What follows belongs to an exercise in optimizing a design on an open flow for small area, a short achievable clock period and few clock cycles per item; a production flow would make more cautious choices.
Where RTL was checked, it was by simulation tests only, not by an equivalence proof against the original.
For run 1, only the layout was checked, not whether the RTL still works.

## design.v

```verilog
package sw_pkg;
    localparam int SCORE_W = 8;
    localparam logic signed [SCORE_W-1:0] MATCH      = 8'sd2;
    localparam logic signed [SCORE_W-1:0] MISMATCH   = -8'sd1;
    localparam logic signed [SCORE_W-1:0] GAP_OPEN   = -8'sd2;   
    localparam logic signed [SCORE_W-1:0] GAP_EXTEND = -8'sd1;   
endpackage
`timescale 1ns/1ps
module sw_pe (
    input  logic       clk,
    input  logic       reset,
    input  logic [1:0] query_i,      
    input  logic [1:0] ref_i,
    input  logic       ref_valid_i,
    input  logic [6:0] h_left_i,     
    input  logic       i_left_i,     
    output logic [1:0] ref_o,
    output logic       ref_valid_o,
    output logic [6:0] h_o,          
    output logic       i_o           
);
    logic [1:0] query_q;
    logic [1:0] query_cur;
    logic [2:0] b_q;                 
    logic       d_q;                 
    logic       first;
    logic       match;
    logic signed [4:0] x, y, ss, dd;
    logic              i_top, d_top;
    logic        [2:0] best;
    logic signed [8:0] sum;
    logic        [6:0] h_new;
    logic        [3:0] b_new;
    assign first     = ref_valid_i && !ref_valid_o;
    assign query_cur = first ? query_i : query_q;
    assign match     = (ref_i == query_cur);
    assign x  = $signed({1'b0, h_left_i[3:0]}) - $signed({1'b0, h_o[3:0]});
    assign y  = $signed({x[3], x[3:0]}) + $signed({4'b0, i_left_i});
    assign ss = (match ? 5'sd6 : 5'sd3) - $signed({2'b0, b_q});
    assign dd = $signed({4'b0, d_q});
    assign i_top = (y >= ss) && (y >= dd);
    assign d_top = (dd >= ss) && (dd >= y);
    assign best  = i_top ? y[2:0] : (d_top ? dd[2:0] : ss[2:0]);
    assign sum   = $signed({2'b0, h_o}) + $signed({6'b0, best}) - 9'sd2;
    assign h_new = sum[8] ? 7'd0 : sum[6:0];
    assign b_new = h_new[3:0] - h_left_i[3:0] + 4'd2;
    always_ff @(posedge clk or posedge reset)
    begin
        if (reset)
            ref_valid_o <= 1'b0;
        else
            ref_valid_o <= ref_valid_i;
    end
    always_ff @(posedge clk)
    begin
        ref_o   <= ref_i;
        query_q <= query_cur;
        if (ref_valid_i)
        begin
            h_o <= h_new;
            b_q <= b_new[2:0];
            i_o <= i_top;
            d_q <= d_top;
        end
        else
        begin
            h_o <= 7'd0;
            b_q <= 3'd2;
            i_o <= 1'b0;
            d_q <= 1'b0;
        end
    end
endmodule
`timescale 1ns/1ps
module sw_array #(
    parameter int NUM_QUERY = 32
)
(
    input  logic                   clk,
    input  logic                   reset,
    input  logic [1:0]             data_query_i,
    input  logic [1:0]             data_ref_i,
    input  logic                   ref_valid_i,
    output logic [7*NUM_QUERY-1:0] h_all_o,        
    output logic [NUM_QUERY-1:0]   cell_valid_o
);
    logic [1:0] ref_chain [NUM_QUERY+1];
    logic       vld_chain [NUM_QUERY+1];
    logic [6:0] h_chain   [NUM_QUERY+1];
    logic       i_chain   [NUM_QUERY+1];
    assign ref_chain[0] = data_ref_i;
    assign vld_chain[0] = ref_valid_i;
    assign h_chain[0]   = '0;
    assign i_chain[0]   = 1'b0;
    for (genvar k = 0; k < NUM_QUERY; k++)
    begin : g_cell
        sw_pe u_pe (
            .clk         (clk),
            .reset       (reset),
            .query_i     (data_query_i),
            .ref_i       (ref_chain[k]),
            .ref_valid_i (vld_chain[k]),
            .h_left_i    (h_chain[k]),
            .i_left_i    (i_chain[k]),
            .ref_o       (ref_chain[k+1]),
            .ref_valid_o (vld_chain[k+1]),
            .h_o         (h_chain[k+1]),
            .i_o         (i_chain[k+1])
        );
        assign h_all_o[7*k +: 7] = h_chain[k+1];
        assign cell_valid_o[k]   = vld_chain[k+1];
    end
endmodule
`timescale 1ns/1ps
module sw_ctrl #(
    parameter int NUM_REF   = 64,
    parameter int NUM_QUERY = 32
)
(
    input  logic       clk,
    input  logic       reset,
    input  logic       valid_i,
    input  logic [1:0] data_ref_i,
    input  logic [1:0] data_query_i,
    input  logic       first_valid_i,    
    input  logic       last_valid_i,     
    input  logic       last_prev_i,      
    output logic       valid_o,
    output logic [1:0] ref_o,
    output logic [1:0] query_o,
    output logic       clear_o,
    output logic       finish_o
);
    always_ff @(posedge clk or posedge reset)
    begin
        if (reset)
        begin
            valid_o  <= 1'b0;
            finish_o <= 1'b0;
        end
        else
        begin
            valid_o  <= valid_i;
            finish_o <= last_valid_i && !last_prev_i;
        end
    end
    always_ff @(posedge clk)
    begin
        ref_o   <= data_ref_i;
        query_o <= data_query_i;
    end
    assign clear_o = valid_o && !first_valid_i;
endmodule
`timescale 1ns/1ps
module sw_max_tracker #(
    parameter int NUM_REF   = 64,
    parameter int NUM_QUERY = 32
)
(
    input  logic                                 clk,
    input  logic                                 clear_i,
    input  logic [7*NUM_QUERY-1:0]               h_all_i,    
    output logic signed [7:0]                    max_o,
    output logic [$clog2(NUM_REF + 1)-1:0]       pos_ref_o,
    output logic [$clog2(NUM_QUERY + 1)-1:0]     pos_query_o
);
    localparam int DIAG_W = $clog2(NUM_REF + NUM_QUERY + 1);
    localparam int REF_W  = $clog2(NUM_REF + 1);
    localparam int QRY_W  = $clog2(NUM_QUERY + 1);
    localparam int IDX_W  = $clog2(NUM_QUERY);
    localparam int LEVELS = $clog2(NUM_QUERY);
    logic [DIAG_W-1:0] diag;     
    logic [6:0]        gmax;
    function automatic gt7(input [6:0] x, input [6:0] y);
        reg c;
        integer k;
        begin
            c = 1'b0;
            for (k = 0; k < 7; k = k + 1)
                c = (x[k] & ~y[k]) | (c & (x[k] | ~y[k]));
            gt7 = c;
        end
    endfunction
    logic             tb [LEVELS+1][NUM_QUERY];    
    logic [1:0]       ta [LEVELS+1][NUM_QUERY];    
    logic [IDX_W-1:0] ti [LEVELS+1][NUM_QUERY];
    logic             take_r;
    always_comb
    begin
        for (int k = 0; k < NUM_QUERY; k++)
        begin
            tb[0][k] = gt7(h_all_i[7*k +: 7], gmax);
            ta[0][k] = h_all_i[7*k +: 2] + ~gmax[1:0];
            ti[0][k] = IDX_W'(k);
        end
        for (int l = 0; l < LEVELS; l++)
        begin
            for (int k = 0; k < (NUM_QUERY >> (l + 1)); k++)
            begin
                take_r = tb[l][2*k+1] && (!tb[l][2*k] || (ta[l][2*k+1] > ta[l][2*k]));
                tb[l+1][k] = tb[l][2*k] || tb[l][2*k+1];
                ta[l+1][k] = take_r ? ta[l][2*k+1] : ta[l][2*k];
                ti[l+1][k] = take_r ? ti[l][2*k+1] : ti[l][2*k];
            end
            for (int k = (NUM_QUERY >> (l + 1)); k < NUM_QUERY; k++)
            begin
                tb[l+1][k] = 1'b0;
                ta[l+1][k] = '0;
                ti[l+1][k] = '0;
            end
        end
    end
    always_ff @(posedge clk)
    begin
        if (clear_i)
        begin
            diag        <= DIAG_W'(2);
            gmax        <= '0;
            pos_ref_o   <= '0;
            pos_query_o <= '0;
        end
        else
        begin
            diag <= diag + 1'b1;
            if (tb[LEVELS][0])
            begin
                gmax        <= gmax + {5'd0, ta[LEVELS][0]} + 7'd1;
                pos_ref_o   <= REF_W'(diag - DIAG_W'(ti[LEVELS][0]) - DIAG_W'(1));
                pos_query_o <= QRY_W'(ti[LEVELS][0]) + QRY_W'(1);
            end
        end
    end
    assign max_o = {1'b0, gmax};
endmodule
`timescale 1ns/1ps
module sw_top #(
    parameter int NUM_REF   = 64,
    parameter int NUM_QUERY = 32
)
(
    input  logic                             clk,
    input  logic                             reset,
    input  logic                             valid_i,
    input  logic [1:0]                       data_ref_i,
    input  logic [1:0]                       data_query_i,
    output logic                             finish_o,
    output logic signed [7:0]                max_o,
    output logic [$clog2(NUM_REF + 1)-1:0]   pos_ref_o,
    output logic [$clog2(NUM_QUERY + 1)-1:0] pos_query_o
);
    logic                   valid_q;
    logic [1:0]             ref_q;
    logic [1:0]             query_q;
    logic                   clear;
    logic [7*NUM_QUERY-1:0] h_all;
    logic [NUM_QUERY-1:0]   cell_valid;
    sw_ctrl #(
        .NUM_REF   (NUM_REF),
        .NUM_QUERY (NUM_QUERY)
    ) u_ctrl (
        .clk           (clk),
        .reset         (reset),
        .valid_i       (valid_i),
        .data_ref_i    (data_ref_i),
        .data_query_i  (data_query_i),
        .first_valid_i (cell_valid[0]),
        .last_valid_i  (cell_valid[NUM_QUERY-1]),
        .last_prev_i   (cell_valid[NUM_QUERY-2]),
        .valid_o       (valid_q),
        .ref_o         (ref_q),
        .query_o       (query_q),
        .clear_o       (clear),
        .finish_o      (finish_o)
    );
    sw_array #(
        .NUM_QUERY (NUM_QUERY)
    ) u_array (
        .clk          (clk),
        .reset        (reset),
        .data_query_i (query_q),
        .data_ref_i   (ref_q),
        .ref_valid_i  (valid_q),
        .h_all_o      (h_all),
        .cell_valid_o (cell_valid)
    );
    sw_max_tracker #(
        .NUM_REF   (NUM_REF),
        .NUM_QUERY (NUM_QUERY)
    ) u_tracker (
        .clk         (clk),
        .clear_i     (clear),
        .h_all_i     (h_all),
        .max_o       (max_o),
        .pos_ref_o   (pos_ref_o),
        .pos_query_o (pos_query_o)
    );
endmodule
```

## flow/run.sh

```bash
#!/bin/bash
# Layout flow: the standard flow (standard.sh), with an area-oriented
# technology mapping in synthesis and plain buffers on the ports.
#  - arithmetic is left to ABC: no Kogge-Stone carry map and no separate
#    half/full adder extraction;
#  - the port buffers are sky130_fd_sc_hd__buf_4.
# Registers, their names and cell types are those of the standard synthesis.
set -euo pipefail
W=$(pwd)
SCR=$W/orfs_scripts
rm -rf "$SCR"
mkdir -p "$SCR"
cp -r "$FLOW_HOME/scripts/." "$SCR/"
cp "$W/flow/abc_area.script" "$SCR/abc_area.script"

KNOBS=(SCRIPTS_DIR="$SCR" ABC_AREA=1 ADDER_MAP_FILE= SYNTH_OPERATIONS_ARGS=-nofsm
       "BUFFER_PORTS_ARGS=-buffer_cell sky130_fd_sc_hd__buf_4")

bash standard.sh "${KNOBS[@]}" synth > "$W/synth.log" 2>&1
bash standard.sh "${KNOBS[@]}" finish > "$W/layout.log" 2>&1
```

## flow/abc_area.script

```
&get -n
&st
&dch -f
&nf -R 1000
&put
topo
```

## standard.sh

```bash
#!/bin/bash
# synth_recipe.tcl (not shown) runs the flow's synth.tcl, then flattens the netlist and writes it again
# the make line also repeats each setting of config.mk as NAME=value (left out here)
make -C /OpenROAD-flow-scripts/flow DESIGN_CONFIG=/design/flow/config.mk WORK_HOME=/design/flow/orfs CLKGATE_MAP_FILE= SYNTH_SCRIPT=/design/flow/synth_recipe.tcl "${@:-finish}"
```

## config.mk

```make
export PLATFORM = sky130hd
export DESIGN_NAME = sw_top
export DESIGN_NICKNAME = sw_top
export VERILOG_FILES = /design/flow/design.v
export SDC_FILE = /design/flow/constraint.sdc
export NUM_CORES = 4
export LEC_CHECK = 0
export CAP_MARGIN = 20
export CORE_MARGIN = 2
export CORE_UTILIZATION = 40
export SLEW_MARGIN = 20
```

## constraint.sdc

```tcl
create_clock -name core_clock -period 55.0 [get_ports {clk}]
set_input_delay 11.0000 -clock core_clock [delete_from_list [all_inputs] [get_ports {clk}]]
set_output_delay 11.0000 -clock core_clock [all_outputs]
set_load 0.01 [all_outputs]
```

==> results.sh, run 1 <==
export IMPL_synth_yosys_seq_area_share_pct=30.1
export IMPL_start_util_pct=40.1
export IMPL_crit_start="u_tracker.gmax[0]"
export IMPL_hp_class="flip-flop to flip-flop"
export IMPL_vias=33253
export IMPL_use_met3_pct=2.50
export IMPL_grt_ovfl_total=0
export IMPL_required_ns=44.00
export IMPL_dpl_hpwl_um=69500
export IMPL_htreeDepth=3
export IMPL_fin_skew_ns=0.0172
export IMPL_netlist_area_leader_share_pct=27.9
export IMPL_crit_buf_inv=1
export IMPL_worstSetupEndpointType="primary output"
export IMPL_ys_warnings_count=15
export IMPL_drc=0
export IMPL_yosys_area_top_type="dfxtp_1"
export IMPL_cts_tree="built"
export IMPL_first_pass_iters=7
export IMPL_worst_setup_path_type="flip-flop to primary output"
export IMPL_setup_viol_count_final=0
export IMPL_gr_usage_met1_pct=26.8
export IMPL_fp_coreArea_um2=96300
export IMPL_finalHoldViolCount=0
export IMPL_die_x_um=315
export IMPL_drv_cap=0
export IMPL_synth_fa_ha_area_share_pct=3.91
export IMPL_crit_arrival_ns=1.64
export IMPL_fin_crit_sh_pct=23.0
export IMPL_syn_inst=5032
export IMPL_synthMuxAreaShare_pct=3.19
export IMPL_synth_area_um2=38600
export IMPL_synthSimpleGateAreaFrac_pct=21.6
export IMPL_synth_net_count=5039
export IMPL_synth_top_family_by_area="XOR/XNOR gates"
export IMPL_use_met2_pct=31.4
export IMPL_outcome="finished clean"
export IMPL_ys_ff_latch=573
export IMPL_syn_to_final_growth_pct=11.0
export IMPL_slowest_delay_ns=0.78
export IMPL_layout_min_cycle_time_ns=12.64
export IMPL_syn_avg_cell_area_um2=7.68
export IMPL_ys_flop_type="dfxtp_1"
export IMPL_die_height_um=315
export IMPL_grt_antenna_before_repair=3
export IMPL_grt_pass1_vias=30674
export IMPL_cts_root_buf="clkbuf_16"
export IMPL_synth_most_common_cell="xnor2_1"
export IMPL_grt_busiest_layer="met2"
export IMPL_ys_top_cells_by_count="xnor2_1 (718), nand2_1 (646), nor2_1 (633)"
export IMPL_worstPathCellList="buf_4"
export IMPL_nets=5153
export IMPL_synth_area_top_cells="dfxtp_1 (28%), xnor2_1 (16%), xor2_1 (6.7%)"
export IMPL_hold_start="u_array.g_cell[1].u_pe.ref_o[0]"
export IMPL_gp_congestion=0.853
export IMPL_clock_fmax_mhz=79.1
export IMPL_drive_gt1_share_pct=3.23
export IMPL_ys_types=59
export IMPL_synth_edf_count=0
export IMPL_cp_max_fo=44
export IMPL_cts_resized=0
export IMPL_drt_iter0_drc=2039
export IMPL_grt_usage_pct=19.4
export IMPL_slew_headroom_pct=35.1
export IMPL_hold_buffers=0
export IMPL_cts_sinks=573
export IMPL_grt_max_degree=45
export IMPL_io_buffers=27
export IMPL_async_reset_ff_share_pct=5.93
export IMPL_fp_row_count=114
export IMPL_tns_ns=0
export IMPL_numCtsBuffers=69
export IMPL_die_area_um2=99100
export IMPL_wire_per_inst_um=14.9
export IMPL_grt_pass1_wl_um=158000
export IMPL_io_pins=29
export IMPL_rsz0062_at_grt="no"
export IMPL_drt_wl_total_um=96800
export IMPL_cts_setup_buffers=0
export IMPL_startpoint_type="flip-flop"
export IMPL_viasPerCell=5.14
export IMPL_clock_latency_ns=0.61
export IMPL_synthXorXnorAreaFrac_pct=23.0
export IMPL_final_antenna_net_count=0
export IMPL_hold_ws_ns=0.364
export IMPL_clkTransAtPathRegs_ns=0.06
export IMPL_antenna_cells=0
export IMPL_crit_family="flip-flops"
export IMPL_cp_slowest_cell="dfxtp_4"
export IMPL_clockBufferDepth=3
export IMPL_drv_slew=0
export IMPL_synth_compound_area_share_pct=15.8
export IMPL_reg2reg_from="u_tracker.gmax[1]"
export IMPL_tightest_slew_ns=0.964
-- cell type report --
| class | count | area, um2 |
|---|---|---|
| clock buffer | 103 | 2070 |
| tap | 1276 | 1600 |
| sequential | 573 | 11700 |
| inverter | 247 | 927 |
| fill | 9560 | 53400 |
| multi-input combinational | 4211 | 26100 |
| clock inverter | 21 | 228 |
| timing repair buffer | 44 | 330 |
-- stage by stage --
step / cell area, um2 / utilization, % / setup slack, ns / std cells
after floorplan: 38600 / - / 42.27 / 5032
after global placement: 40600 / 42.1 / 42.99 / 6351
after detailed placement: 40600 / 42.1 / 42.99 / 6351
after CTS: 42900 / 44.5 / 42.32 / 6475
after global routing: 42900 / 44.6 / 42.31 / 6475
final: 42900 / 44.6 / 42.36 / 6475
-- cell families after synthesis --
logic type      Yosys count
xor+xnor               1013
buf+inv                 248
fa+ha+maj               151
compound gates         1070
flops                   573
other cells               1
mux                     113
simple gates           1863
-- final timing paths --
kind / endpoint / slack (ns) / depth (start not counted)
worst max-delay path: max_o[0] / 42.36 / 1
worst min-delay path: u_array.g_cell[2].u_pe.ref_o[0] / 0.36 / 0
worst max register to register: u_tracker.gmax[6] / 44.27 / 38
worst min register to register: u_array.g_cell[2].u_pe.ref_o[0] / 0.36 / 0
max in group asynchronous: u_array.g_cell[11].u_pe.ref_valid_o / 43.79 / 3
min in group asynchronous: u_array.g_cell[20].u_pe.ref_valid_o / 10.64 / 3
-- registers in the layout (all words and copies together), names as in the netlist --
| signal | count |
|---|---|
| u_tracker.pos_query_o | 6 |
| u_tracker.diag | 7 |
| u_array.g_cell.u_pe.i_o | 31 |
| u_array.g_cell.u_pe.b_q | 96 |
| u_ctrl.finish_o | 1 |
| u_array.g_cell.u_pe.h_o | 223 |
| u_array.g_cell.u_pe.ref_valid_o | 32 |
| u_ctrl.valid_o | 1 |
| u_ctrl.query_o | 2 |
| u_ctrl.ref_o | 2 |
| u_tracker.pos_ref_o | 7 |
| u_array.g_cell.u_pe.d_q | 32 |
| u_array.g_cell.u_pe.query_q | 64 |
| u_array.g_cell.u_pe.ref_o | 62 |
| u_tracker.gmax | 7 |
-- placed cells by master (no fill, tap or decap), types with 34 or more instances in the layout --
cell         n
a21oi_1    420
and2_0     132
and3_1      44
buf_4       44
clkbuf_16   73
clkinv_1   240
dfrtp_1     34
dfxtp_1    532
maj3_1     151
mux2_1      80
nand2_1    646
nand2b_1    88
nand3_1     86
nor2_1     633
nor2b_1     51
nor3_1      52
o21ai_0    374
o22ai_1     48
or2_0       76
xnor2_1    718
xor2_1     295
-- routing by layer --
metal	part of all wire [%]	routed length (um)
met4	2.4	2280
met5	0.010	10
met1	49	47300
met2	44	42900
met3	4.4	4280
==> run 2: changes to the inputs <==
--- a/design.v
+++ b/design.v
@@ -7,5 +7,8 @@
 endpackage
 `timescale 1ns/1ps
-module sw_pe (
+module sw_pe #(
+    parameter int HW = 7             
+)
+(
     input  logic       clk,
     input  logic       reset,
@@ -18,31 +21,41 @@
     output logic       ref_valid_o,
     output logic [6:0] h_o,          
+    output logic [6:0] h_next_o,     
     output logic       i_o           
 );
-    logic [1:0] query_q;
-    logic [1:0] query_cur;
-    logic [2:0] b_q;                 
-    logic       d_q;                 
-    logic       first;
-    logic       match;
-    logic signed [4:0] x, y, ss, dd;
+    logic [HW-1:0] h_q;
+    logic [1:0]    query_q;
+    logic [1:0]    query_cur;
+    logic [2:0]    b_q;              
+    logic          d_q;              
+    logic          first;
+    logic          match;
+    logic signed [3:0] x, y, ss, dd;
     logic              i_top, d_top;
     logic        [2:0] best;
-    logic signed [8:0] sum;
+    logic        [3:0] u;
+    logic              up, dn, neg;
+    logic        [3:0] hi;
     logic        [6:0] h_new;
-    logic        [3:0] b_new;
+    logic        [2:0] b_new;
+    assign h_o = 7'(h_q);
     assign first     = ref_valid_i && !ref_valid_o;
     assign query_cur = first ? query_i : query_q;
     assign match     = (ref_i == query_cur);
-    assign x  = $signed({1'b0, h_left_i[3:0]}) - $signed({1'b0, h_o[3:0]});
-    assign y  = $signed({x[3], x[3:0]}) + $signed({4'b0, i_left_i});
-    assign ss = (match ? 5'sd6 : 5'sd3) - $signed({2'b0, b_q});
-    assign dd = $signed({4'b0, d_q});
+    assign x  = h_left_i[3:0] - h_o[3:0];
+    assign y  = x + {3'b0, i_left_i};
+    assign ss = (match ? 4'sd6 : 4'sd3) - $signed({1'b0, b_q});
+    assign dd = {3'b0, d_q};
     assign i_top = (y >= ss) && (y >= dd);
     assign d_top = (dd >= ss) && (dd >= y);
     assign best  = i_top ? y[2:0] : (d_top ? dd[2:0] : ss[2:0]);
-    assign sum   = $signed({2'b0, h_o}) + $signed({6'b0, best}) - 9'sd2;
-    assign h_new = sum[8] ? 7'd0 : sum[6:0];
-    assign b_new = h_new[3:0] - h_left_i[3:0] + 4'd2;
+    assign u     = {1'b0, h_o[2:0]} + {1'b0, best};
+    assign up    = (u >= 4'd10);
+    assign dn    = (u < 4'd2);
+    assign hi    = up ? h_o[6:3] + 4'd1 : (dn ? h_o[6:3] - 4'd1 : h_o[6:3]);
+    assign neg   = dn && (h_o[6:3] == 4'd0);
+    assign h_new = neg ? 7'd0 : {hi, u[2:0] - 3'd2};
+    assign b_new = h_new[2:0] - h_left_i[2:0] + 3'd2;
+    assign h_next_o = h_new;
     always_ff @(posedge clk or posedge reset)
     begin
@@ -58,6 +71,6 @@
         if (ref_valid_i)
         begin
-            h_o <= h_new;
-            b_q <= b_new[2:0];
+            h_q <= h_new[HW-1:0];
+            b_q <= b_new;
             i_o <= i_top;
             d_q <= d_top;
@@ -65,5 +78,5 @@
         else
         begin
-            h_o <= 7'd0;
+            h_q <= '0;
             b_q <= 3'd2;
             i_o <= 1'b0;
@@ -83,4 +96,5 @@
     input  logic                   ref_valid_i,
     output logic [7*NUM_QUERY-1:0] h_all_o,        
+    output logic [6:0]             h_last_next_o,  
     output logic [NUM_QUERY-1:0]   cell_valid_o
 );
@@ -93,7 +107,10 @@
     assign h_chain[0]   = '0;
     assign i_chain[0]   = 1'b0;
+    logic [6:0] h_next [NUM_QUERY];
     for (genvar k = 0; k < NUM_QUERY; k++)
     begin : g_cell
-        sw_pe u_pe (
+        sw_pe #(
+            .HW ($clog2(2 * (k + 1) + 1))
+        ) u_pe (
             .clk         (clk),
             .reset       (reset),
@@ -106,7 +123,12 @@
             .ref_valid_o (vld_chain[k+1]),
             .h_o         (h_chain[k+1]),
+            .h_next_o    (h_next[k]),
             .i_o         (i_chain[k+1])
         );
         assign h_all_o[7*k +: 7] = h_chain[k+1];
+        if (k == NUM_QUERY - 1)
+        begin : g_last
+            assign h_last_next_o = h_next[k];
+        end
         assign cell_valid_o[k]   = vld_chain[k+1];
     end
@@ -130,4 +152,5 @@
     output logic [1:0] query_o,
     output logic       clear_o,
+    output logic       last_cell_o,      
     output logic       finish_o
 );
@@ -142,5 +165,5 @@
         begin
             valid_o  <= valid_i;
-            finish_o <= last_valid_i && !last_prev_i;
+            finish_o <= last_cell_o;
         end
     end
@@ -150,4 +173,5 @@
         query_o <= data_query_i;
     end
+    assign last_cell_o = last_valid_i && !last_prev_i;
     assign clear_o = valid_o && !first_valid_i;
 endmodule
@@ -161,4 +185,6 @@
     input  logic                                 clear_i,
     input  logic [7*NUM_QUERY-1:0]               h_all_i,    
+    input  logic                                 last_i,     
+    input  logic [6:0]                           h_last_i,
     output logic signed [7:0]                    max_o,
     output logic [$clog2(NUM_REF + 1)-1:0]       pos_ref_o,
@@ -211,4 +237,19 @@
         end
     end
+    logic [6:0]       g_diag;
+    logic [REF_W-1:0] pr_diag;
+    logic [QRY_W-1:0] pq_diag;
+    always_comb
+    begin
+        g_diag  = gmax;
+        pr_diag = pos_ref_o;
+        pq_diag = pos_query_o;
+        if (tb[LEVELS][0])
+        begin
+            g_diag  = gmax + {5'd0, ta[LEVELS][0]} + 7'd1;
+            pr_diag = REF_W'(diag - DIAG_W'(ti[LEVELS][0]) - DIAG_W'(1));
+            pq_diag = QRY_W'(ti[LEVELS][0]) + QRY_W'(1);
+        end
+    end
     always_ff @(posedge clk)
     begin
@@ -217,4 +258,5 @@
             diag        <= DIAG_W'(2);
             gmax        <= '0;
+            max_o       <= '0;
             pos_ref_o   <= '0;
             pos_query_o <= '0;
@@ -223,13 +265,20 @@
         begin
             diag <= diag + 1'b1;
-            if (tb[LEVELS][0])
+            if (last_i && gt7(h_last_i, g_diag))
+            begin
+                gmax        <= h_last_i;
+                pos_ref_o   <= REF_W'(NUM_REF);
+                pos_query_o <= QRY_W'(NUM_QUERY);
+            end
+            else
             begin
-                gmax        <= gmax + {5'd0, ta[LEVELS][0]} + 7'd1;
-                pos_ref_o   <= REF_W'(diag - DIAG_W'(ti[LEVELS][0]) - DIAG_W'(1));
-                pos_query_o <= QRY_W'(ti[LEVELS][0]) + QRY_W'(1);
+                gmax        <= g_diag;
+                pos_ref_o   <= pr_diag;
+                pos_query_o <= pq_diag;
             end
+            if (last_i)
+                max_o <= (gt7(h_last_i, g_diag)) ? {1'b0, h_last_i} : {1'b0, g_diag};
         end
     end
-    assign max_o = {1'b0, gmax};
 endmodule
 `timescale 1ns/1ps
@@ -255,4 +304,6 @@
     logic [7*NUM_QUERY-1:0] h_all;
     logic [NUM_QUERY-1:0]   cell_valid;
+    logic [6:0]             h_last_next;
+    logic                   last_cell;
     sw_ctrl #(
         .NUM_REF   (NUM_REF),
@@ -265,10 +316,11 @@
         .data_query_i  (data_query_i),
         .first_valid_i (cell_valid[0]),
-        .last_valid_i  (cell_valid[NUM_QUERY-1]),
-        .last_prev_i   (cell_valid[NUM_QUERY-2]),
+        .last_valid_i  (cell_valid[NUM_QUERY-2]),
+        .last_prev_i   (cell_valid[NUM_QUERY-3]),
         .valid_o       (valid_q),
         .ref_o         (ref_q),
         .query_o       (query_q),
         .clear_o       (clear),
+        .last_cell_o   (last_cell),
         .finish_o      (finish_o)
     );
@@ -282,4 +334,5 @@
         .ref_valid_i  (valid_q),
         .h_all_o      (h_all),
+        .h_last_next_o (h_last_next),
         .cell_valid_o (cell_valid)
     );
@@ -291,4 +344,6 @@
         .clear_i     (clear),
         .h_all_i     (h_all),
+        .last_i      (last_cell),
+        .h_last_i    (h_last_next),
         .max_o       (max_o),
         .pos_ref_o   (pos_ref_o),
==> run 2 against run 1 <==
Against the previous run: via count fell by 9.2%; utilization rose by 0.14 points; setup slack improved by 0.28 ns; area after synthesis fell by 8.4%; cell area fell by 8.3%; count of clock-buffer cells in the layout fell by 12; clock skew rose by 0.015 ns; die area fell by 8.3%; critical path depth did not move.
==> results.sh, run 2 <==
export IMPL_synth_net_count=4541
export IMPL_slowest_delay_ns=0.53
export IMPL_required_ns=44.00
export IMPL_place_ws_ns=43.09
export IMPL_drt_iter0_drc=1567
export IMPL_synth_edf_count=0
export IMPL_die_area_um2=90900
export IMPL_instances_no_fill=5857
export IMPL_placed_cells=5741
export IMPL_tns_ns=0
export IMPL_io_pins=29
export IMPL_syn_inst=4534
export IMPL_cts_resized=0
export IMPL_io_buffers=27
export IMPL_hold_ws_ns=0.358
export IMPL_fin_skew_ns=0.0326
export IMPL_ys_ff_latch=523
export IMPL_synth_area_top_cells="dfxtp_1 (28%), xnor2_1 (17%), xor2_1 (6.6%)"
export IMPL_clock_fmax_mhz=80.9
export IMPL_netlist_area_leader_share_pct=27.7
export IMPL_syn_avg_cell_area_um2=7.81
export IMPL_grt_antenna_before_repair=2
export IMPL_grt_max_degree=59
export IMPL_synth_most_common_cell="xnor2_1"
export IMPL_outcome="finished clean"
export IMPL_gp_congestion=0.839
export IMPL_die_height_um=301
export IMPL_synth_yosys_seq_area_share_pct=30.1
export IMPL_crit_family="flip-flops"
export IMPL_startpoint_type="flip-flop"
export IMPL_layout_min_cycle_time_ns=12.36
export IMPL_setup_viol_count_final=0
export IMPL_grt_ovfl_total=0
export IMPL_rrSetupSlack_ns=42.77
export IMPL_drive_gt1_share_pct=3.28
export IMPL_slew_headroom_pct=28.0
export IMPL_reg_top3="u_array.g_cell.u_pe.h_q x166, u_array.g_cell.u_pe.b_q x96, u_array.g_cell.u_pe.query_q x64"
export IMPL_cp_slowest_cell="dfxtp_1"
export IMPL_async_reset_ff_share_pct=6.50
export IMPL_worstPathCellList="buf_4"
export IMPL_synth_area_um2=35400
export IMPL_viasPerCell=5.16
export IMPL_drv_cap=0
export IMPL_ys_warnings_count=21
export IMPL_nets=4646
export IMPL_cts_root_buf="clkbuf_16"
export IMPL_cts_tree="built"
export IMPL_cp_max_fo=2
export IMPL_fin_crit_sh_pct=22.5
export IMPL_ys_types=51
export IMPL_wire_per_inst_um=15.2
export IMPL_tightest_slew_ns=1.07
export IMPL_hp_class="flip-flop to flip-flop"
export IMPL_rsz0062_at_grt="no"
export IMPL_vias=30203
export IMPL_grt_pass1_vias=28604
export IMPL_crit_buf_inv=1
export IMPL_dpl_hpwl_um=66000
export IMPL_start_util_pct=40.2
export IMPL_crit_arrival_ns=1.36
export IMPL_cts_setup_buffers=0
export IMPL_final_cell_mix="xnor2_1 (669), nand2_1 (554), nor2_1 (496), dfxtp_1 (484), o21ai_0 (381)"
export IMPL_worst_setup_path_type="flip-flop to primary output"
export IMPL_ys_flop_type="dfxtp_1"
export IMPL_largest_reg_flops=166
export IMPL_drc=0
export IMPL_syn_to_final_growth_pct=11.1
export IMPL_cts_sinks=523
export IMPL_fp_row_count=109
export IMPL_finalHoldViolCount=0
export IMPL_numCtsBuffers=61
export IMPL_drt_wl_total_um=89000
export IMPL_grt_pass1_wl_um=146000
export IMPL_largest_register="u_array.g_cell.u_pe.h_q"
export IMPL_first_pass_iters=5
export IMPL_final_antenna_net_count=0
export IMPL_die_x_um=301
export IMPL_ys_top_cells_by_count="xnor2_1 (669), nand2_1 (554), nor2_1 (497)"
export IMPL_clkTransAtPathRegs_ns=0.06
export IMPL_worst_slack_ns=42.64
export IMPL_worstSetupEndpointType="primary output"
export IMPL_hold_buffers=0
export IMPL_drv_slew=0
export IMPL_htreeDepth=2
export IMPL_grt_usage_pct=19.4
export IMPL_layout_commonest_cell="xnor2_1"
export IMPL_clock_latency_ns=0.65
export IMPL_clockBufferDepth=3
export IMPL_fp_coreArea_um2=88000
export IMPL_yosys_area_top_type="dfxtp_1"
[run 2: cell count changes after synthesis, moves of 24 or more]
cell / before / now
a21oi_1: 420 / 311
and2_0: 132 / 87
and3_1: 44 / 19
clkinv_1: 247 / 215
dfxtp_1: 539 / 489
maj3_1: 151 / 180
nand2_1: 646 / 554
nand2b_1: 88 / 122
nor2_1: 633 / 497
o21a_1: 23 / 47
xnor2_1: 718 / 669
xor2_1: 295 / 268
[run 2: layout make-up]
class	count	area, um2
diodes	1	2.50
clock buffers	91	1830
clock inverters	24	313
fillers	8825	48600
inverters	215	807
multi-input cells	3795	23900
flip-flops and latches	523	10700
well taps	1165	1460
repair buffers	43	323
[run 2: per-layer routing]
layer | share of wire [%] | vias up | track usage (%)
met3 | 4.0 | 138 | 2.74
met1 | 48 | 14055 | 26.4
met5 | 0 | - | 0
li1 | - | 15586 | -
met2 | 45 | 424 | 32.1
met4 | 2.4 | 0 | 5.26
[run 2: worst paths after layout]
| path | startpoint | depth (start not counted) | endpoint |
|---|---|---|---|
| max reg2reg | u_tracker.gmax[1] | 42 | u_tracker.gmax[4] |
| min | u_array.g_cell[2].u_pe.ref_o[0] | 0 | u_array.g_cell[3].u_pe.ref_o[0] |
| max in group asynchronous | reset | 3 | u_array.g_cell[29].u_pe.ref_valid_o |
| min in group asynchronous | reset | 3 | u_ctrl.finish_o |
| max | u_tracker.pos_query_o[4] | 1 | pos_query_o[4] |
| min reg2reg | u_array.g_cell[2].u_pe.ref_o[0] | 0 | u_array.g_cell[3].u_pe.ref_o[0] |
[run 2: cell families (layout without fill, tap and decap cells)]
group	count (synthesis)	count (layout)	share of synthesized area, %
AND/OR/NAND/NOR	1615	1615	20.8
AO/OA/AOI/OAI	961	961	15.4
XOR/XNOR	939	939	23.3
flip-flops	523	523	30.1
buffers and inverters	216	373	2.30
adder cells (fa/ha/maj)	180	180	5.09
multiplexers	99	99	3.05
other	1	2	0.0106
[run 2: stage by stage]
stage | cell area, um2 | utilization [%]
after detailed placement | 37200 | 42.3
after global routing | 39300 | 44.7
after global placement | 37200 | 42.3
final | 39300 | 44.7
after floorplan | 35400 | -
after CTS | 39300 | 44.7
Testbench counts of run 2, summed over its fixed seeds: cycles 30,720, items 320.
==> run 3: changes to the inputs <==
--- a/design.v
+++ b/design.v
@@ -38,4 +38,5 @@
     logic        [3:0] hi;
     logic        [6:0] h_new;
+    logic        [6:0] h_reg;
     logic        [2:0] b_new;
     assign h_o = 7'(h_q);
@@ -56,5 +57,6 @@
     assign neg   = dn && (h_o[6:3] == 4'd0);
     assign h_new = neg ? 7'd0 : {hi, u[2:0] - 3'd2};
-    assign b_new = h_new[2:0] - h_left_i[2:0] + 3'd2;
+    assign h_reg = ref_valid_i ? h_new : 7'd0;
+    assign b_new = h_reg[2:0] - h_left_i[2:0] + 3'd2;
     assign h_next_o = h_new;
     always_ff @(posedge clk or posedge reset)
@@ -69,18 +71,8 @@
         ref_o   <= ref_i;
         query_q <= query_cur;
-        if (ref_valid_i)
-        begin
-            h_q <= h_new[HW-1:0];
-            b_q <= b_new;
-            i_o <= i_top;
-            d_q <= d_top;
-        end
-        else
-        begin
-            h_q <= '0;
-            b_q <= 3'd2;
-            i_o <= 1'b0;
-            d_q <= 1'b0;
-        end
+        h_q     <= h_reg[HW-1:0];
+        b_q     <= b_new;
+        i_o     <= i_top;
+        d_q     <= d_top;
     end
 endmodule
--- a/config.mk
+++ b/config.mk
@@ -8,4 +8,6 @@
 export CAP_MARGIN = 20
 export CORE_MARGIN = 2
-export CORE_UTILIZATION = 40
+export CORE_UTILIZATION = 60
+export CTS_BUF_LIST = sky130_fd_sc_hd__clkbuf_8
+export CTS_CLUSTER_SIZE = 30
 export SLEW_MARGIN = 20
==> run 3 against run 2 <==
Against the previous run: sequential share of layout area is 0.98 points higher; wire length is 9.0% lower; clock skew is 0.0078 ns lower; utilization is 22 points higher; area after synthesis is 2.4% lower; largest cell class unchanged.
==> results.sh, run 3 <==
export IMPL_startpoint_type="flip-flop"
export IMPL_crit_start="u_ctrl.finish_o"
export IMPL_outcome="finished clean"
export IMPL_ys_flop_type="dfxtp_1"
export IMPL_final_antenna_net_count=0
export IMPL_largest_register="u_array.g_cell.u_pe.h_q"
export IMPL_hold_start="u_array.g_cell[28].u_pe.ref_o[1]"
export IMPL_start_util_pct=60.9
export IMPL_setup_viol_count_final=0
export IMPL_dpl_hpwl_um=58600
export IMPL_clockBufferDepth=3
export IMPL_async_reset_ff_share_pct=6.50
export IMPL_synthSimpleGateAreaFrac_pct=18.1
export IMPL_drive_gt1_share_pct=4.42
export IMPL_synth_fa_ha_area_share_pct=5.74
export IMPL_cts_resized=0
export IMPL_die_x_um=244
export IMPL_tns_ns=0
export IMPL_syn_to_final_growth_pct=9.79
export IMPL_worstSetupEndpointType="primary output"
export IMPL_finalHoldViolCount=0
export IMPL_grt_max_degree=67
export IMPL_slowest_delay_ns=0.35
export IMPL_synth_top_family_by_area="XOR/XNOR gates"
export IMPL_clkTransAtPathRegs_ns=0.06
export IMPL_worstPathCellList="buf_4"
export IMPL_synth_edf_count=0
export IMPL_fp_row_count=87
export IMPL_synth_yosys_seq_area_share_pct=30.8
export IMPL_first_pass_iters=5
export IMPL_reg_top3="u_array.g_cell.u_pe.h_q x167, u_array.g_cell.u_pe.b_q x95, u_array.g_cell.u_pe.query_q x64"
export IMPL_slew_headroom_pct=31.7
export IMPL_drt_wl_total_um=81000
export IMPL_rrSetupSlack_ns=43.72
export IMPL_hold_path_endpoint="u_array.g_cell[29].u_pe.ref_o[1]"
export IMPL_hold_depth=0
export IMPL_io_buffers=27
export IMPL_wire_per_inst_um=15.4
export IMPL_synthXorXnorAreaFrac_pct=25.4
export IMPL_synth_area_top_cells="dfxtp_1 (28%), xnor2_1 (18%), xor2_1 (6.9%)"
export IMPL_vias=28507
export IMPL_hp_class="flip-flop to flip-flop"
export IMPL_die_height_um=244
export IMPL_reg2reg_from="u_tracker.gmax[1]"
export IMPL_final_area_um2=37900
export IMPL_ys_types=49
export IMPL_yosys_area_top_type="dfxtp_1"
export IMPL_layout_commonest_cell="xnor2_1"
export IMPL_rsz0062_at_grt="no"
export IMPL_required_ns=44.00
export IMPL_placed_cell_area_um2=35800
export IMPL_crit_family="flip-flops"
export IMPL_crit_arrival_ns=1.16
export IMPL_viasPerCell=5.44
export IMPL_ys_ff_latch=523
export IMPL_fin_skew_ns=0.0247
export IMPL_worst_setup_path_type="flip-flop to primary output"
export IMPL_netlist_area_leader_share_pct=28.3
export IMPL_synth_net_count=4277
export IMPL_fp_coreArea_um2=56700
export IMPL_drv_slew=0
export IMPL_ys_top_cells_by_count="xnor2_1 (727), nand2_1 (526), dfxtp_1 (489)"
export IMPL_synthMuxAreaShare_pct=3.35
export IMPL_grt_pass1_wl_um=135000
export IMPL_synth_area_um2=34500
export IMPL_grt_pass1_vias=26836
export IMPL_io_pins=29
export IMPL_cts_setup_buffers=0
export IMPL_syn_avg_cell_area_um2=8.09
export IMPL_grt_antenna_before_repair=2
export IMPL_htreeDepth=3
export IMPL_die_area_um2=59500
export IMPL_grt_ovfl_total=0
export IMPL_cts_root_buf="clkbuf_8"
export IMPL_grt_usage_pct=27.4
export IMPL_synth_compound_area_share_pct=14.0
export IMPL_cp_slowest_cell="dfrtp_1"
export IMPL_cts_tree="built"
export IMPL_worst_r2r_cell_count=42
export IMPL_hold_buffers=0
export IMPL_nets=4416
export IMPL_clock_fmax_mhz=82.3
export IMPL_layout_min_cycle_time_ns=12.16
export IMPL_drc=0
export IMPL_syn_inst=4270
export IMPL_fill_cells=4990
export IMPL_largest_reg_flops=167
export IMPL_crit_buf_inv=1
export IMPL_numCtsBuffers=92
export IMPL_tightest_slew_ns=1.02
export IMPL_synth_most_common_cell="xnor2_1"
export IMPL_cp_max_fo=1
export IMPL_fin_crit_sh_pct=22.1
export IMPL_drt_iter0_drc=1466
export IMPL_gp_congestion=0.888
export IMPL_final_cell_mix="xnor2_1 (727), nand2_1 (526), dfxtp_1 (485), nor2_1 (361), a21oi_1 (276)"
export IMPL_rr_endpoint="u_tracker.pos_query_o[1]"
export IMPL_drv_cap=0
export IMPL_cts_sinks=523
export IMPL_ys_warnings_count=21
export IMPL_clock_latency_ns=0.68
-- run 3: worst max-delay path by stage --
stage	to	slack, ns	depth (start not counted)
after detailed placement	u_array.g_cell[0].u_pe.ref_valid_o	43.24	3
after global placement	u_array.g_cell[0].u_pe.ref_valid_o	43.25	3
after CTS	finish_o	42.79	1
after global routing	u_tracker.pos_query_o[4]	42.46	42
after floorplan	u_tracker.gmax[4]	43.56	42
final	finish_o	42.84	1
-- run 3: metrics by stage --
| stage | setup slack (ns) | hold slack (ns) | std cells | utilization [%] |
|---|---|---|---|---|
| finish | 42.84 | 0.364 | 5244 | 66.9 |
| global route | 42.46 | 0.371 | 5241 | 66.9 |
| CTS | 42.79 | 0.366 | 5239 | 66.8 |
| detailed placement | 43.24 | 0.358 | 5071 | 63.2 |
| global placement | 43.25 | 0.354 | 5071 | 63.2 |
| floorplan | 43.56 | 0.349 | 4270 | - |
-- run 3: logic make-up after synthesis --
logic type	count (synthesis)
mux	106
other cells	1
simple gates	1381
xor+xnor	1002
compound gates	824
flops	523
buf+inv	235
fa+ha+maj	198
-- run 3: area by class of cell --
class                      instances  area (um2)  share of cell area (%)
multi-input combinational       3512       23000                    60.7
timing repair buffer              46         345                   0.910
clock inverter                    48         412                    1.09
inverter                         234         878                    2.32
antenna                            5        12.5                  0.0330
clock buffer                     120        1650                    4.35
tap                              756         946                    2.49
sequential                       523       10600                    28.1
-- run 3: layer usage --
metal	global-route usage, %	vias to the layer above	routed length [um]
li1	-	14737	-
met1	35.7	13231	38000
met2	47.0	406	38100
met3	4.16	133	2910
met4	7.75	0	2030
met5	0	-	0
Testbench counts of run 3, summed over its fixed seeds: cycles 30,720, items 320.
==> run 4: changes to the inputs <==
--- a/config.mk
+++ b/config.mk
@@ -9,5 +9,6 @@
 export CORE_MARGIN = 2
 export CORE_UTILIZATION = 60
-export CTS_BUF_LIST = sky130_fd_sc_hd__clkbuf_8
+export CTS_BUF_LIST = sky130_fd_sc_hd__clkbuf_16
+export CTS_CLUSTER_DIAMETER = 100
 export CTS_CLUSTER_SIZE = 30
 export SLEW_MARGIN = 20
==> run 4 against run 3 <==
Against the previous run: still clean on timing, DRC and antenna; via count down 1.8%; clock skew up 0.0027 ns; non-clock buffer count up 1; hold slack better by 0.0071 ns; critical endpoint unchanged; largest cell class unchanged; highest routed layer unchanged.
==> results.sh, run 4 <==
export IMPL_outcome="finished clean"
export IMPL_first_pass_iters=5
export IMPL_ys_top_cells_by_count="xnor2_1 (727), nand2_1 (526), dfxtp_1 (489)"
export IMPL_drc=0
export IMPL_fin_skew_ns=0.0275
export IMPL_clkTransAtPathRegs_ns=0.12
export IMPL_ys_warnings_count=21
export IMPL_cts_root_buf="clkbuf_16"
export IMPL_viasPerCell=5.47
export IMPL_final_area_um2=36700
export IMPL_synth_most_common_cell="xnor2_1"
export IMPL_cp_max_fo=1
export IMPL_crit_arrival_ns=1.12
export IMPL_clock_latency_ns=0.61
export IMPL_final_antenna_net_count=0
export IMPL_io_buffers=27
export IMPL_io_pins=29
export IMPL_placed_cell_area_um2=35800
export IMPL_syn_to_final_growth_pct=6.14
export IMPL_synthSimpleGateAreaFrac_pct=18.1
export IMPL_die_height_um=244
export IMPL_tns_ns=0
export IMPL_multi_input_area_um2=23000
export IMPL_synth_fa_ha_area_share_pct=5.74
export IMPL_die_area_um2=59500
export IMPL_final_cell_mix="xnor2_1 (727), nand2_1 (526), dfxtp_1 (485), nor2_1 (361), a21oi_1 (276)"
export IMPL_register_area_um2=10600
export IMPL_hold_buffers=0
export IMPL_fp_row_count=87
export IMPL_layout_commonest_cell="xnor2_1"
export IMPL_synthMuxAreaShare_pct=3.35
export IMPL_ys_types=49
export IMPL_largest_reg_flops=167
export IMPL_grt_antenna_before_repair=1
export IMPL_hold_start="u_array.g_cell[19].u_pe.ref_o[0]"
export IMPL_drt_iter0_drc=1513
export IMPL_setup_viol_count_final=0
export IMPL_ys_ff_latch=523
export IMPL_fin_crit_sh_pct=22.0
export IMPL_required_ns=44.00
export IMPL_drt_wl_total_um=79200
export IMPL_layout_min_cycle_time_ns=12.12
export IMPL_cts_resized=0
export IMPL_drv_cap=0
export IMPL_vias=27983
export IMPL_synth_yosys_seq_area_share_pct=30.8
export IMPL_slew_headroom_pct=31.6
export IMPL_worstPathCellList="buf_4"
export IMPL_syn_inst=4270
export IMPL_worstSetupEndpointType="primary output"
export IMPL_synthXorXnorAreaFrac_pct=25.4
export IMPL_clock_fmax_mhz=82.5
export IMPL_grt_max_degree=67
export IMPL_fill_cells=5074
export IMPL_grt_pass1_vias=25995
export IMPL_dpl_hpwl_um=58600
export IMPL_grt_pass1_wl_um=132000
export IMPL_startpoint_type="flip-flop"
export IMPL_drv_slew=0
export IMPL_nets=4350
export IMPL_grt_usage_pct=26.6
export IMPL_worst_setup_path_type="flip-flop to primary output"
export IMPL_rsz0062_at_grt="no"
export IMPL_gp_congestion=0.888
export IMPL_crit_start="u_ctrl.finish_o"
export IMPL_synth_compound_area_share_pct=14.0
export IMPL_numCtsBuffers=25
export IMPL_crit_family="flip-flops"
export IMPL_slowest_delay_ns=0.38
export IMPL_reg2reg_from="u_tracker.gmax[1]"
export IMPL_yosys_area_top_type="dfxtp_1"
export IMPL_hp_class="flip-flop to flip-flop"
export IMPL_htreeDepth=1
export IMPL_tightest_slew_ns=1.03
export IMPL_syn_avg_cell_area_um2=8.09
export IMPL_netlist_area_leader_share_pct=28.3
export IMPL_synth_top_family_by_area="XOR/XNOR gates"
export IMPL_ys_flop_type="dfxtp_1"
export IMPL_finalHoldViolCount=0
export IMPL_crit_buf_inv=1
export IMPL_clockBufferDepth=3
export IMPL_largest_register="u_array.g_cell.u_pe.h_q"
export IMPL_start_util_pct=60.9
export IMPL_cts_setup_buffers=0
export IMPL_cts_sinks=523
export IMPL_synth_edf_count=0
export IMPL_reg_top3="u_array.g_cell.u_pe.h_q x167, u_array.g_cell.u_pe.b_q x95, u_array.g_cell.u_pe.query_q x64"
export IMPL_drive_gt1_share_pct=2.09
export IMPL_cp_slowest_cell="dfrtp_1"
export IMPL_synth_net_count=4277
export IMPL_synth_area_top_cells="dfxtp_1 (28%), xnor2_1 (18%), xor2_1 (6.9%)"
export IMPL_grt_ovfl_total=0
export IMPL_die_x_um=244
export IMPL_synth_area_um2=34500
export IMPL_cts_tree="built"
export IMPL_wire_per_inst_um=15.5
export IMPL_fp_coreArea_um2=56700
export IMPL_async_reset_ff_share_pct=6.50
[run 4: worst paths after layout]
check                                                 endpoint  slack (ns)  cells after the start
max                                                   finish_o       42.88                      1
min                           u_array.g_cell[20].u_pe.ref_o[0]        0.37                      0
max reg2reg                             u_tracker.pos_ref_o[5]       43.64                     42
min reg2reg                   u_array.g_cell[20].u_pe.ref_o[0]        0.37                      0
max in group asynchronous   u_array.g_cell[6].u_pe.ref_valid_o       43.89                      3
min in group asynchronous  u_array.g_cell[27].u_pe.ref_valid_o       10.54                      3
[run 4: metrics by stage]
step	worst slack [ns]	util [%]	hold WS, ns	cells
finish	42.88	64.7	0.372	5118
floorplan	43.56	-	0.349	4270
detailed placement	43.24	63.2	0.358	5071
CTS	42.85	64.6	0.373	5115
global placement	43.25	63.2	0.354	5071
global route	42.45	64.7	0.377	5116
[run 4: logic make-up (layout without fill, tap and decap cells)]
group	Yosys count	in the layout
buffers and inverters	235	325
AOI/OAI and AO/OA	824	824
adders and majority gates	198	198
and+or+nand+nor	1381	1381
xor gates and xnor gates	1002	1002
muxes	106	106
DFF	523	523
other	1	3
[run 4: final cells by class]
type / instances / share of cell area, %
diodes: 2 / 0.0136
repair buffers: 47 / 0.955
well taps: 756 / 2.58
flip-flops and latches: 523 / 29.0
multi-input cells: 3512 / 62.8
inverters: 234 / 2.40
clock inverters: 19 / 0.508
clock buffers: 25 / 1.71
[run 4: routing by layer]
| layer | share of wire [%] | routed length, um | GRT usage, % |
|---|---|---|---|
| met4 | 2.2 | 1750 | 5.65 |
| met5 | 0 | 0 | 0 |
| met1 | 47 | 37600 | 35.9 |
| met3 | 3.3 | 2600 | 2.18 |
| met2 | 47 | 37200 | 46.2 |
==> run 5: changes to the inputs <==
--- a/config.mk
+++ b/config.mk
@@ -10,5 +10,5 @@
 export CORE_UTILIZATION = 60
 export CTS_BUF_LIST = sky130_fd_sc_hd__clkbuf_16
-export CTS_CLUSTER_DIAMETER = 100
+export CTS_CLUSTER_DIAMETER = 70
 export CTS_CLUSTER_SIZE = 30
 export SLEW_MARGIN = 20
==> run 5 against run 4 <==
Against the previous run: highest routed layer unchanged; count of clock-buffer cells in the layout is 12 higher; clock skew rose by 0.00082 ns.
==> results.sh, run 5 <==
export IMPL_outcome="finished clean"
export IMPL_drive_gt1_share_pct=2.69
export IMPL_syn_avg_cell_area_um2=8.09
export IMPL_fin_crit_sh_pct=21.9
export IMPL_place_ws_ns=43.24
export IMPL_io_buffers=27
export IMPL_ys_types=49
export IMPL_rsz0062_at_grt="no"
export IMPL_cts_setup_buffers=0
export IMPL_worst_slack_ns=42.93
export IMPL_drv_slew=0
export IMPL_synth_yosys_seq_area_share_pct=30.8
export IMPL_gr_usage_met1_pct=35.9
export IMPL_use_met3_pct=2.72
export IMPL_final_cell_mix="xnor2_1 (727), nand2_1 (526), dfxtp_1 (485), nor2_1 (361), a21oi_1 (276)"
export IMPL_clock_latency_ns=0.60
export IMPL_cp_max_fo=2
export IMPL_fill_cells=5030
export IMPL_synth_net_count=4277
export IMPL_ys_top_cells_by_count="xnor2_1 (727), nand2_1 (526), dfxtp_1 (489)"
export IMPL_drt_wl_total_um=79800
export IMPL_die_area_um2=59500
export IMPL_synth_edf_count=0
export IMPL_grt_antenna_before_repair=1
export IMPL_async_reset_ff_share_pct=6.50
export IMPL_grt_ovfl_total=0
export IMPL_final_area_um2=37100
export IMPL_use_met2_pct=46.7
export IMPL_slew_headroom_pct=31.5
export IMPL_netlist_area_leader_share_pct=28.3
export IMPL_tns_ns=0
export IMPL_drt_iter0_drc=1322
export IMPL_ys_warnings_count=21
export IMPL_dpl_hpwl_um=58600
export IMPL_hp_class="flip-flop to flip-flop"
export IMPL_viasPerCell=5.46
export IMPL_nets=4362
export IMPL_layout_min_cycle_time_ns=12.07
export IMPL_largest_register="u_array.g_cell.u_pe.h_q"
export IMPL_synth_area_um2=34500
export IMPL_clkTransAtPathRegs_ns=0.10
export IMPL_htreeDepth=2
export IMPL_crit_buf_inv=1
export IMPL_start_util_pct=60.9
export IMPL_drc=0
export IMPL_yosys_area_top_type="dfxtp_1"
export IMPL_finalHoldViolCount=0
export IMPL_crit_family="flip-flops"
export IMPL_clock_fmax_mhz=82.8
export IMPL_tightest_slew_ns=1.03
export IMPL_crit_arrival_ns=1.07
export IMPL_reg_top3="u_array.g_cell.u_pe.h_q x167, u_array.g_cell.u_pe.b_q x95, u_array.g_cell.u_pe.query_q x64"
export IMPL_cts_tree="built"
export IMPL_die_x_um=244
export IMPL_die_height_um=244
export IMPL_clockBufferDepth=3
export IMPL_grt_pass1_wl_um=133000
export IMPL_fp_row_count=87
export IMPL_syn_to_final_growth_pct=7.48
export IMPL_grt_max_degree=67
export IMPL_ys_ff_latch=523
export IMPL_worst_setup_path_type="flip-flop to primary output"
export IMPL_hold_buffers=0
export IMPL_largest_reg_flops=167
export IMPL_fp_coreArea_um2=56700
export IMPL_cts_resized=0
export IMPL_synth_area_top_cells="dfxtp_1 (28%), xnor2_1 (18%), xor2_1 (6.9%)"
export IMPL_worstSetupEndpointType="primary output"
export IMPL_grt_usage_pct=27.0
export IMPL_synth_most_common_cell="xnor2_1"
export IMPL_slowest_delay_ns=0.36
export IMPL_ys_flop_type="dfxtp_1"
export IMPL_setup_viol_count_final=0
export IMPL_worstPathCellList="buf_4"
export IMPL_startpoint_type="flip-flop"
export IMPL_drv_cap=0
export IMPL_cp_slowest_cell="dfxtp_1"
export IMPL_numCtsBuffers=37
export IMPL_required_ns=44.00
export IMPL_cts_sinks=523
export IMPL_vias=28083
export IMPL_wire_per_inst_um=15.5
export IMPL_io_pins=29
export IMPL_grt_pass1_vias=26258
export IMPL_syn_inst=4270
export IMPL_layout_commonest_cell="xnor2_1"
export IMPL_first_pass_iters=5
export IMPL_final_antenna_net_count=0
export IMPL_fin_skew_ns=0.0283
export IMPL_gp_congestion=0.888
export IMPL_grt_busiest_layer="met2"
export IMPL_placed_cell_area_um2=35800
export IMPL_cts_root_buf="clkbuf_16"
run 5: stage by stage:
stage	util (%)	hold slack [ns]	cells
6_report	65.5	0.368	5139
5_1_grt	65.5	0.373	5137
4_1_cts	65.5	0.370	5136
3_5_place_dp	63.2	0.358	5071
3_3_place_gp	63.2	0.354	5071
2_1_floorplan	-	0.349	4270
run 5: area by class of cell:
cell class | instances | area, um2 | area share, %
Multi-Input combinational cell | 3512 | 23000 | 62.0
Clock buffer | 37 | 926 | 2.49
Tap cell | 756 | 946 | 2.55
Sequential cell | 523 | 10600 | 28.7
Clock inverter | 28 | 350 | 0.943
Inverter | 234 | 878 | 2.37
Antenna cell | 2 | 5.00 | 0.0135
Timing Repair Buffer | 47 | 350 | 0.943
run 5: final timing paths:
path | startpoint | end | slack, ns | cells after the start
max | u_tracker.max_o[1] | max_o[1] | 42.93 | 1
max in group asynchronous | reset | u_array.g_cell[11].u_pe.ref_valid_o | 43.87 | 3
min in group asynchronous | reset | u_array.g_cell[27].u_pe.ref_valid_o | 10.58 | 3
min | u_array.g_cell[28].u_pe.ref_o[1] | u_array.g_cell[29].u_pe.ref_o[1] | 0.37 | 0
max reg2reg | u_tracker.gmax[1] | u_tracker.pos_ref_o[5] | 43.61 | 42
min reg2reg | u_array.g_cell[28].u_pe.ref_o[1] | u_array.g_cell[29].u_pe.ref_o[1] | 0.37 | 0
run 5: routing by layer:
layer | share of wire, % | wire length [um]
met4 | 2.2 | 1740
met5 | 0 | 0
met3 | 3.8 | 3050
met2 | 47 | 37700
met1 | 47 | 37300
run 5: logic make-up (layout without fill, tap and decap cells):
kind of cell | after synthesis | count (layout) | share of synthesized area [%]
AO/OA/AOI/OAI | 824 | 824 | 14.0
XOR/XNOR | 1002 | 1002 | 25.4
adder cells (fa/ha/maj) | 198 | 198 | 5.74
buffers and inverters | 235 | 346 | 2.56
flip-flops | 523 | 523 | 30.8
multiplexers | 106 | 106 | 3.35
other | 1 | 3 | 0.0109
AND/OR/NAND/NOR | 1381 | 1381 | 18.1
==> run 6: changes to the inputs <==
--- a/config.mk
+++ b/config.mk
@@ -10,5 +10,5 @@
 export CORE_UTILIZATION = 60
 export CTS_BUF_LIST = sky130_fd_sc_hd__clkbuf_16
-export CTS_CLUSTER_DIAMETER = 70
-export CTS_CLUSTER_SIZE = 30
+export CTS_CLUSTER_DIAMETER = 80
+export CTS_CLUSTER_SIZE = 24
 export SLEW_MARGIN = 20
==> run 6 against run 5 <==
Against the previous run: largest cell class unchanged; first-iteration DRC count grew 3.9%; wire length down 0.12%; hold slack lost 0.0044 ns; synthesized cell count unchanged; maximum frequency barely moved; critical path type unchanged; critical path depth stayed put; clock skew rose by 0.0042 ns; count of clock-buffer cells in the layout unchanged; utilization down 0.14 points; non-clock buffer count is the same.
==> results.sh, run 6 <==
export IMPL_drc=0
export IMPL_synth_area_um2=34500
export IMPL_wire_per_inst_um=15.5
export IMPL_worstSetupEndpointType="primary output"
export IMPL_grt_pass1_vias=26207
export IMPL_fp_coreArea_um2=56700
export IMPL_ys_top_cells_by_count="xnor2_1 (727), nand2_1 (526), dfxtp_1 (489)"
export IMPL_fp_row_count=87
export IMPL_numCtsBuffers=35
export IMPL_htreeDepth=2
export IMPL_drt_wl_total_um=79700
export IMPL_final_cell_mix="xnor2_1 (727), nand2_1 (526), dfxtp_1 (485), nor2_1 (361), a21oi_1 (276)"
export IMPL_placed_cell_area_um2=35800
export IMPL_setup_viol_count_final=0
export IMPL_clock_latency_ns=0.59
export IMPL_grt_max_degree=67
export IMPL_hp_class="flip-flop to flip-flop"
export IMPL_fin_crit_sh_pct=21.9
export IMPL_layout_commonest_cell="xnor2_1"
export IMPL_hold_buffers=0
export IMPL_worst_setup_path_type="flip-flop to primary output"
export IMPL_first_pass_iters=5
export IMPL_tightest_slew_ns=1.02
export IMPL_ys_ff_latch=523
export IMPL_drv_slew=0
export IMPL_rsz0062_at_grt="no"
export IMPL_postLayoutCoreUtil_pct=65.3
export IMPL_startpoint_type="flip-flop"
export IMPL_cts_root_buf="clkbuf_16"
export IMPL_ys_warnings_count=21
export IMPL_io_pins=29
export IMPL_syn_to_final_growth_pct=7.26
export IMPL_clockBufferDepth=3
export IMPL_start_util_pct=60.9
export IMPL_synth_area_top_cells="dfxtp_1 (28%), xnor2_1 (18%), xor2_1 (6.9%)"
export IMPL_finalHoldViolCount=0
export IMPL_required_ns=44.00
export IMPL_grt_usage_pct=26.9
export IMPL_reg_top3="u_array.g_cell.u_pe.h_q x167, u_array.g_cell.u_pe.b_q x95, u_array.g_cell.u_pe.query_q x64"
export IMPL_clkTransAtPathRegs_ns=0.09
export IMPL_grt_busiest_layer="met2"
export IMPL_final_antenna_net_count=0
export IMPL_gr_usage_met1_pct=35.6
export IMPL_crit_arrival_ns=1.07
export IMPL_cp_max_fo=1
export IMPL_use_met2_pct=46.6
export IMPL_layout_min_cycle_time_ns=12.07
export IMPL_hold_ws_ns=0.363
export IMPL_ys_types=49
export IMPL_io_buffers=27
export IMPL_cts_sinks=523
export IMPL_use_met3_pct=3.36
export IMPL_dpl_hpwl_um=58600
export IMPL_cts_setup_buffers=0
export IMPL_grt_pass1_wl_um=132000
export IMPL_final_area_um2=37100
export IMPL_die_height_um=244
export IMPL_cp_slowest_cell="dfrtp_1"
export IMPL_slowest_delay_ns=0.36
export IMPL_synth_most_common_cell="xnor2_1"
export IMPL_yosys_area_top_type="dfxtp_1"
export IMPL_drive_gt1_share_pct=2.65
export IMPL_cts_tree="built"
export IMPL_largest_register="u_array.g_cell.u_pe.h_q"
export IMPL_die_area_um2=59500
export IMPL_netlist_area_leader_share_pct=28.3
export IMPL_outcome="finished clean"
export IMPL_synth_net_count=4277
export IMPL_clock_fmax_mhz=82.9
export IMPL_cts_resized=0
export IMPL_die_x_um=244
export IMPL_crit_family="flip-flops"
export IMPL_tns_ns=0
export IMPL_grt_antenna_before_repair=1
export IMPL_drt_iter0_drc=1373
export IMPL_syn_avg_cell_area_um2=8.09
export IMPL_grt_ovfl_total=0
export IMPL_largest_reg_flops=167
export IMPL_async_reset_ff_share_pct=6.50
export IMPL_vias=28024
export IMPL_drv_cap=0
export IMPL_fin_skew_ns=0.0325
export IMPL_nets=4360
export IMPL_synth_yosys_seq_area_share_pct=30.8
export IMPL_crit_buf_inv=1
export IMPL_viasPerCell=5.46
export IMPL_syn_inst=4270
export IMPL_gp_congestion=0.888
export IMPL_synth_edf_count=0
export IMPL_worstPathCellList="buf_4"
export IMPL_slew_headroom_pct=31.9
export IMPL_ys_flop_type="dfxtp_1"
-- run 6: cell counts after synthesis --
No cell type changed its count.
-- run 6: layout make-up --
class                           count  area [um2]
Sequential cell                   523       10600
Antenna cell                        3        7.51
Multi-Input combinational cell   3512       23000
Clock inverter                     25         270
Fill cell                        5022       19700
Inverter                          234         878
Clock buffer                       37         926
Timing Repair Buffer               47         350
Tap cell                          756         946
-- run 6: per-stage QoR --
| step | worst slack [ns] | cells |
|---|---|---|
| CTS | 42.90 | 5133 |
| global placement | 43.25 | 5071 |
| global route | 42.39 | 5134 |
| floorplan | 43.56 | 4270 |
| detailed placement | 43.24 | 5071 |
| finish | 42.93 | 5137 |
-- run 6: worst paths after layout --
kind,from,end,slack [ns],cells after the start
max reg2reg,u_tracker.gmax[1],u_tracker.pos_query_o[1],43.62,42
max,u_ctrl.finish_o,finish_o,42.93,1
min,u_array.g_cell[4].u_pe.ref_o[1],u_array.g_cell[5].u_pe.ref_o[1],0.36,0
min reg2reg,u_array.g_cell[4].u_pe.ref_o[1],u_array.g_cell[5].u_pe.ref_o[1],0.36,0
min in group asynchronous,reset,u_array.g_cell[28].u_pe.ref_valid_o,10.59,3
max in group asynchronous,reset,u_array.g_cell[4].u_pe.ref_valid_o,43.84,3
-- run 6: routing by layer --
| layer | part of all wire [%] | vias up |
|---|---|---|
| met5 | 0 | - |
| met4 | 1.7 | 0 |
| met3 | 3.6 | 88 |
| met2 | 47 | 344 |
| met1 | 47 | 13003 |
| li1 | - | 14589 |
-- run 6: cells by family (layout without fill, tap and decap cells) --
family,after synthesis,in the layout,synth area share (%)
mux,106,106,3.35
simple gates,1381,1381,18.1
xor+xnor,1002,1002,25.4
compound gates,824,824,14.0
flops,523,523,30.8
fa+ha+maj,198,198,5.74
buf+inv,235,343,2.56
other cells,1,4,0.0109

## what the ideal ports hide
The flow's constraints put no driver on any port. The routed layouts listed below were extracted and timed again, unchanged, in two steps.
Step 1 (the two cells are an assumption about what drives the block):
set clk [get_ports {clk}]
set_driving_cell -lib_cell sky130_fd_sc_hd__clkbuf_16 $clk
set_driving_cell -lib_cell sky130_fd_sc_hd__buf_2 [delete_from_list [all_inputs] $clk]
Step 2, shift: input delay + t, output delay - t, t = (earliest + latest rising clock arrival at the registers) / 2. This alone moves slack from input paths to output paths.
Slacks: ideal / step 1 / step 2; pairs: ideal / step 1.
run	shift t [ns]	setup slack, ns	worst data-port slew with drivers (ns)
run 1	0.668	42.360 / 42.296 / 42.964	0.03
run 2	0.703	42.641 / 42.574 / 42.770	0.04
run 3	0.733	42.842 / 42.780 / 43.251	0.03
run 4	0.657	42.880 / 42.817 / 43.271	0.03
run 5	0.641	42.928 / 42.869 / 43.261	0.03
run 6	0.638	42.934 / 42.873 / 43.239	0.03
After both steps setup and hold are still met in every run listed. The worst setup slack also covers recovery checks on asynchronous resets.
